This is an optimization exercise on Yosys and OpenROAD, whose aim is small area, not a production implementation. In this exercise RTL edits were held to simulation tests only and were not proved equivalent to the original. Power and IR drop assume default switching activity.

Setup of cedar:
Design mcdf_formatter, start of the top module:
module mcdf_formatter
(
  input  logic                      clk,
  input  logic                      rst_n,
  input  logic [1:0]                fmt_uplink_chid,
  input  logic [2:0]                fmt_fifo0_length,
  input  logic [2:0]                fmt_fifo1_length,
  input  logic [2:0]                fmt_fifo2_length,
  input  logic                      fmt_grant,
  input  logic                      fmt_uplink_valid,
  input  logic [mcdf_fmt_pkg::DATA_WIDE-1:0]      fmt_data_in,
  output logic                      fmt_uplink_ready,
  output logic [1:0]                fmt_chid,
  output logic [mcdf_fmt_pkg::CACHE_PTR_WIDE-1:0] fmt_length,
  output logic                      fmt_req,
  output logic                      fmt_start,
  output logic                      fmt_end,
  output logic [mcdf_fmt_pkg::DATA_WIDE-1:0]      fmt_data
);
clock: 5.0 ns
lec_check: 0
cap_margin: 20
core_margin: 2
core_utilization: 40
slew_margin: 20
run.sh (not shown) runs the stock make flow with config.mk's settings and CLKGATE_MAP_FILE= SYNTH_SCRIPT=/design/flow/synth_recipe.tcl, a recipe that flattens the netlist after the stock synthesis.
For pine, these inputs were changed with respect to cedar:
Settings: CTS_CLUSTER_SIZE: unset -> 30; ABC_AREA: unset -> 1; CORE_UTILIZATION: 40 -> 60; CTS_BUF_LIST: unset -> sky130_fd_sc_hd__clkbuf_4 sky130_fd_sc_hd__clkbuf_8.
### Flow results
- pine: PASS, flow complete, no timing, DRC or antenna violations
- Diff cedar -> pine: per-instance average area after synthesis fell by 17%, total clock network power now smaller, floorplan die height shrank by about 18%, share of the clock period used by the worst path after layout climbed 9.0 points, minimum clock period after layout rose 0.45 ns.
- Via count (cedar / pine): 0.896
- Compared with cedar, pine shows number of multi-input combinational cells in the layout that has gone up by more than 100%.


Another version of the RTL of mcdf_formatter (not shown whole).
For scale: about 1,000 flip-flops.
clock: 5.0 ns
lec_check: 0
cap_margin: 0
core_margin: 2
core_utilization: 65
slew_margin: 0
standard.sh (not shown) runs the stock make flow with config.mk's settings and CLKGATE_MAP_FILE= SYNTH_SCRIPT=/design/flow/synth_recipe.tcl, a recipe that flattens the netlist after the stock synthesis.
==> flow/flow/run.sh <==
#!/bin/bash
# Standard ORFS layout with three changes: small port buffers (buf_1), a clock tree without
# dummy loads, and, after global placement, the cache's shift-enable net driven by a tree of
# buf_4 cells placed at the centroids of their load clusters (flow/de_tree.py).
set -euo pipefail
R=$PWD/orfs/results/sky130hd/mcdf_formatter/base
ARGS=(
  "BUFFER_PORTS_ARGS=-buffer_cell sky130_fd_sc_hd__buf_1"
  "CTS_ARGS=-sink_clustering_enable -repair_clock_nets -dont_use_dummy_load -buf_list sky130_fd_sc_hd__clkbuf_8 -sink_clustering_size 19 -sink_clustering_max_diameter 60"
)
bash standard.sh "${ARGS[@]}" "$R/3_3_place_gp.odb" > orfs_to_gp.log 2>&1
openroad -python -no_init -exit flow/de_tree.py "$R/3_3_place_gp.odb" "$R/3_3_place_gp.odb" 16 sky130_fd_sc_hd__buf_4 > de_tree.log 2>&1
bash standard.sh "${ARGS[@]}" finish > orfs_finish.log 2>&1
Other scripts of this flow, unchanged in this note and not shown: flow/flow/de_tree.py
==> next run, changes <==
--- a/flow/flow/run.sh
+++ b/flow/flow/run.sh
@@ -8,3 +8,3 @@
   "BUFFER_PORTS_ARGS=-buffer_cell sky130_fd_sc_hd__buf_1"
-  "CTS_ARGS=-sink_clustering_enable -repair_clock_nets -dont_use_dummy_load -buf_list sky130_fd_sc_hd__clkbuf_8 -sink_clustering_size 19 -sink_clustering_max_diameter 60"
+  "CTS_ARGS=-sink_clustering_enable -repair_clock_nets -dont_use_dummy_load -buf_list sky130_fd_sc_hd__clkbuf_8 -sink_clustering_size 18 -sink_clustering_max_diameter 60"
 )
Effect: The new run finished with timing, DRC and antenna clean; synthesized area stays the same; hold slack gets better by 8.4 ps; total power rose by about 0.8%; combinational power stays flat.
==> next run, changes <==
--- a/flow/flow/run.sh
+++ b/flow/flow/run.sh
@@ -3,3 +3,3 @@
 # dummy loads, and, after global placement, the cache's shift-enable net driven by a tree of
-# buf_4 cells placed at the centroids of their load clusters (flow/de_tree.py).
+# buf_2 cells placed at the centroids of their load clusters (flow/de_tree.py).
 set -euo pipefail
@@ -11,3 +11,3 @@
 bash standard.sh "${ARGS[@]}" "$R/3_3_place_gp.odb" > orfs_to_gp.log 2>&1
-openroad -python -no_init -exit flow/de_tree.py "$R/3_3_place_gp.odb" "$R/3_3_place_gp.odb" 16 sky130_fd_sc_hd__buf_4 > de_tree.log 2>&1
+openroad -python -no_init -exit flow/de_tree.py "$R/3_3_place_gp.odb" "$R/3_3_place_gp.odb" 16 sky130_fd_sc_hd__buf_2 > de_tree.log 2>&1
 bash standard.sh "${ARGS[@]}" finish > orfs_finish.log 2>&1
Flip-flop and latch count does not change.
Setup slack improves by 12 ps.
Die area is unchanged.
Cell count stays flat.
Cell area stays flat.
Sequential share of layout area fell by 0.19 points.
Critical path depth is unchanged.
Worst hold slack improved by 22 ps.
==> next run, changes <==
==> flow/flow/run.sh (replaced) <==
#!/bin/bash
# Standard ORFS layout with three changes: small port buffers (buf_1), a clock tree without
# dummy loads, and, after global placement, the cache's shift-enable net driven by a tree of
# buf_2 cells placed at the centroids of their load clusters (flow/de_tree.py).
set -euo pipefail
R=$PWD/orfs/results/sky130hd/mcdf_formatter/base
ARGS=(
  "BUFFER_PORTS_ARGS=-buffer_cell sky130_fd_sc_hd__buf_1"
  "CTS_ARGS=-sink_clustering_enable -repair_clock_nets -dont_use_dummy_load -buf_list sky130_fd_sc_hd__clkbuf_8 -sink_clustering_size 21 -sink_clustering_max_diameter 60"
)
bash standard.sh "${ARGS[@]}" "$R/3_3_place_gp.odb" > orfs_to_gp.log 2>&1
openroad -python -no_init -exit flow/de_tree.py "$R/3_3_place_gp.odb" "$R/3_3_place_gp.odb" 20 sky130_fd_sc_hd__buf_2 > de_tree.log 2>&1
bash standard.sh "${ARGS[@]}" finish > orfs_finish.log 2>&1
The new run passed the timing, design-rule and antenna checks; global-route usage goes down by 0.18 points; clock skew goes down by 18 ps; maximum frequency goes down by about 0.37%; total power goes down by about 1.2%; routed wire length stays flat; worst hold slack gets worse by 40 ps; design area goes down by about 0.56%.


Setup of before:
The RTL this note starts from:
==> flow/design.v <==
package mcdf_fmt_pkg;
  localparam int DATA_WIDE       = 32;
  localparam int CACHE_PTR_WIDE  = 6;
  localparam int FMT_CACHE_DEPTH = 32;
  typedef enum logic [2:0] {
    ST_CHECK0     = 3'd0,
    ST_CHECK      = 3'd1,
    ST_HAND_SHAKE = 3'd2,
    ST_SENT_START = 3'd3,
    ST_DATA_SENT  = 3'd4,
    ST_SENT_END   = 3'd5,
    ST_FLAG_CLR   = 3'd6
  } fmt_state_e;
  function automatic logic [1:0] len_code(input logic [2:0] code);
    case (code)
      3'd0:    len_code = 2'd0;
      3'd1:    len_code = 2'd1;
      3'd2:    len_code = 2'd2;
      default: len_code = 2'd3;
    endcase
  endfunction
endpackage
module fmt_cache
(
  input  logic                                clk,
  input  logic                                i_shift,
  input  logic [mcdf_fmt_pkg::DATA_WIDE-1:0]  i_wdata,
  input  logic [3:0]                          i_tap,     
  output logic [mcdf_fmt_pkg::DATA_WIDE-1:0]  o_rdata
);
  logic [mcdf_fmt_pkg::DATA_WIDE-1:0] r_mem [mcdf_fmt_pkg::FMT_CACHE_DEPTH];
  always_ff @(posedge clk) begin
    if (i_shift) begin
      r_mem[0] <= i_wdata;
      for (int i = 1; i < mcdf_fmt_pkg::FMT_CACHE_DEPTH; i++) r_mem[i] <= r_mem[i-1];
    end
  end
  assign o_rdata = ({mcdf_fmt_pkg::DATA_WIDE{i_tap[0]}} & r_mem[3])
                 | ({mcdf_fmt_pkg::DATA_WIDE{i_tap[1]}} & r_mem[7])
                 | ({mcdf_fmt_pkg::DATA_WIDE{i_tap[2]}} & r_mem[15])
                 | ({mcdf_fmt_pkg::DATA_WIDE{i_tap[3]}} & r_mem[31]);
endmodule
module mcdf_formatter
(
  input  logic                      clk,
  input  logic                      rst_n,
  input  logic [1:0]                fmt_uplink_chid,
  input  logic [2:0]                fmt_fifo0_length,
  input  logic [2:0]                fmt_fifo1_length,
  input  logic [2:0]                fmt_fifo2_length,
  input  logic                      fmt_grant,
  input  logic                      fmt_uplink_valid,
  input  logic [mcdf_fmt_pkg::DATA_WIDE-1:0]      fmt_data_in,
  output logic                      fmt_uplink_ready,
  output logic [1:0]                fmt_chid,
  output logic [mcdf_fmt_pkg::CACHE_PTR_WIDE-1:0] fmt_length,
  output logic                      fmt_req,
  output logic                      fmt_start,
  output logic                      fmt_end,
  output logic [mcdf_fmt_pkg::DATA_WIDE-1:0]      fmt_data
);
  logic       r_check;   
  logic       r_hs;      
  logic       r_ss;      
  logic       r_ds;      
  logic       r_se;      
  logic [4:0] r_cnt;     
  logic [2:0] r_len3;    
  logic [3:0] r_len;     
  logic [1:0] r_chid;    
  logic       w_open;
  logic       w_accept;
  logic       w_last;
  logic       w_send;
  logic       w_show;
  logic       w_shift;
  logic [2:0] w_len_code;
  assign r_len = {~|r_len3, r_len3};
  assign w_open   = (r_cnt != 5'd0);
  assign w_accept = fmt_uplink_valid & r_check & ((fmt_uplink_chid != 2'd0) | w_open);
  always_comb begin
    case (fmt_uplink_chid)
      2'd1:    w_len_code = fmt_fifo0_length;
      2'd2:    w_len_code = fmt_fifo1_length;
      2'd3:    w_len_code = fmt_fifo2_length;
      default: w_len_code = 3'd0;
    endcase
  end
  assign w_last = (r_cnt[1:0] == 2'b11)
                & (r_cnt[2] == ~r_len[0])
                & (r_cnt[3] == (r_len[2] | r_len[3]))
                & (r_cnt[4] == r_len[3]);
  assign w_send  = r_ss | r_ds | r_se;
  assign w_show  = r_hs | w_send;
  assign w_shift = w_accept | r_ss | r_ds;
  fmt_cache u_cache (
    .clk     (clk),
    .i_shift (w_shift),
    .i_wdata (fmt_data_in),
    .i_tap   (r_len & {4{w_send}}),
    .o_rdata (fmt_data)
  );
  always_ff @(posedge clk) begin
    if (r_check & ~w_open) begin
      r_chid <= fmt_uplink_chid;
      r_len3 <= 3'b001 << mcdf_fmt_pkg::len_code(w_len_code);
    end
  end
  always_ff @(posedge clk or posedge rst_n) begin
    if (rst_n) begin
      r_check <= 1'b0;
      r_hs    <= 1'b0;
      r_ss    <= 1'b0;
      r_ds    <= 1'b0;
      r_se    <= 1'b0;
      r_cnt   <= '0;
    end else begin
      r_check <= (r_check & ~(w_accept & w_open & w_last))
               | ~(r_check | r_hs | r_ss | r_ds | r_se);
      r_hs    <= (r_check & w_accept & w_open & w_last) | (r_hs & ~fmt_grant);
      r_ss    <= r_hs & fmt_grant;
      r_ds    <= r_ss | (r_ds & ~w_last);
      r_se    <= r_ds & w_last;
      if (w_accept | r_ss | r_ds) r_cnt <= r_cnt + 5'd1;
      else if (r_hs)              r_cnt <= 5'd1;
      else if (r_se)              r_cnt <= 5'd0;
    end
  end
  assign fmt_uplink_ready = r_check;
  assign fmt_req          = r_hs;
  assign fmt_start        = r_ss;
  assign fmt_end          = r_se;
  assign fmt_chid         = r_chid & {2{w_show}};
  assign fmt_length       = {r_len & {4{w_show}}, 2'b00};
endmodule
clock: 5.0 ns
lec_check: 0
cap_margin: 0
core_margin: 2
core_utilization: 65
slew_margin: 0
==> flow/flow/run.sh <==
#!/bin/bash
# Standard ORFS layout with three changes: small port buffers (buf_1), a clock tree without
# dummy loads, and, after global placement, the cache's shift-enable net driven by a tree of
# buf_4 cells placed at the centroids of their load clusters (flow/de_tree.py).
set -euo pipefail
R=$PWD/orfs/results/sky130hd/mcdf_formatter/base
ARGS=(
  "BUFFER_PORTS_ARGS=-buffer_cell sky130_fd_sc_hd__buf_1"
  "RECOVER_POWER=100"
  "CTS_ARGS=-sink_clustering_enable -repair_clock_nets -dont_use_dummy_load -buf_list sky130_fd_sc_hd__clkbuf_8 -sink_clustering_size 21 -sink_clustering_max_diameter 60"
)
bash standard.sh "${ARGS[@]}" "$R/3_3_place_gp.odb" > orfs_to_gp.log 2>&1
openroad -python -no_init -exit flow/de_tree.py "$R/3_3_place_gp.odb" "$R/3_3_place_gp.odb" 16 sky130_fd_sc_hd__buf_4 > de_tree.log 2>&1
bash standard.sh "${ARGS[@]}" finish > orfs_finish.log 2>&1
Other scripts of this flow, unchanged in this note and not shown: flow/flow/de_tree.py
Final checks on before, whose flow otherwise completed, came back failing, citing capacitance limit, slew limit.
Input-level comparison between after and before:
diff --git a/flow/flow/run.sh b/flow/flow/run.sh
--- a/flow/flow/run.sh
+++ b/flow/flow/run.sh
@@ -9 +8,0 @@
-  "RECOVER_POWER=100"
### Flow results
~same cell area in after and before. The portion of the layout cell area used by clock cells was comparable across after and before. after completed; timing, DRC and antenna clean. Comparing after and before, the lower worst setup slack for register-to-register paths was measured on before. NOTE: minimum period implied by the final worst setup slack in after falls short of that of before. Diff before -> after | worst voltage drop across the vdd grid | down slightly.

what the ideal ports hide:
The flow's constraints put no driver on any port. The routed layouts listed below were extracted and timed again, unchanged, in two steps. Step 1: set_driving_cell puts a clkbuf_16 on clk and a buf_2 on each other input, an assumption about the parent block. Step 2 moves the port delays by t, midway between the first and last clock arrival at a register: inputs arrive t later, outputs are due t later. That takes back most of the time a late clock gives input paths. a / b / c = ideal ports / drivers / drivers and shift; a / b = the first two.
run | shift t [ns] | setup slack, ns | hold WS [ns] | worst setup path at the end
cedar | 0.691 | 0.910 / 0.853 / 1.490 | 0.411 / 0.411 / 0.411 | input to register
pine | 0.804 | 0.460 / 0.406 / 1.210 | 0.403 / 0.403 / 0.403 | register to output
the first run of note 2 | 0.728 | 0.531 / 0.478 / 1.206 | 0.267 / 0.235 / 0.403 | register to output
the second run of note 2 | 0.690 | 0.548 / 0.495 / 1.185 | 0.275 / 0.244 / 0.399 | register to output
the third run of note 2 | 0.674 | 0.560 / 0.506 / 1.180 | 0.297 / 0.264 / 0.385 | register to output
the fourth run of note 2 | 0.724 | 0.543 / 0.490 / 1.214 | 0.257 / 0.224 / 0.409 | register to output
before | 0.722 | 0.707 / 0.655 / 0.467 | 0.251 / 0.220 / 0.375 | input to register
after | 0.722 | 1.041 / 0.989 / 1.711 | 0.249 / 0.218 / 0.374 | register to output
The setup slack of before, which loses most, moves by -0.052 ns with the drivers and by -0.240 ns with both steps.
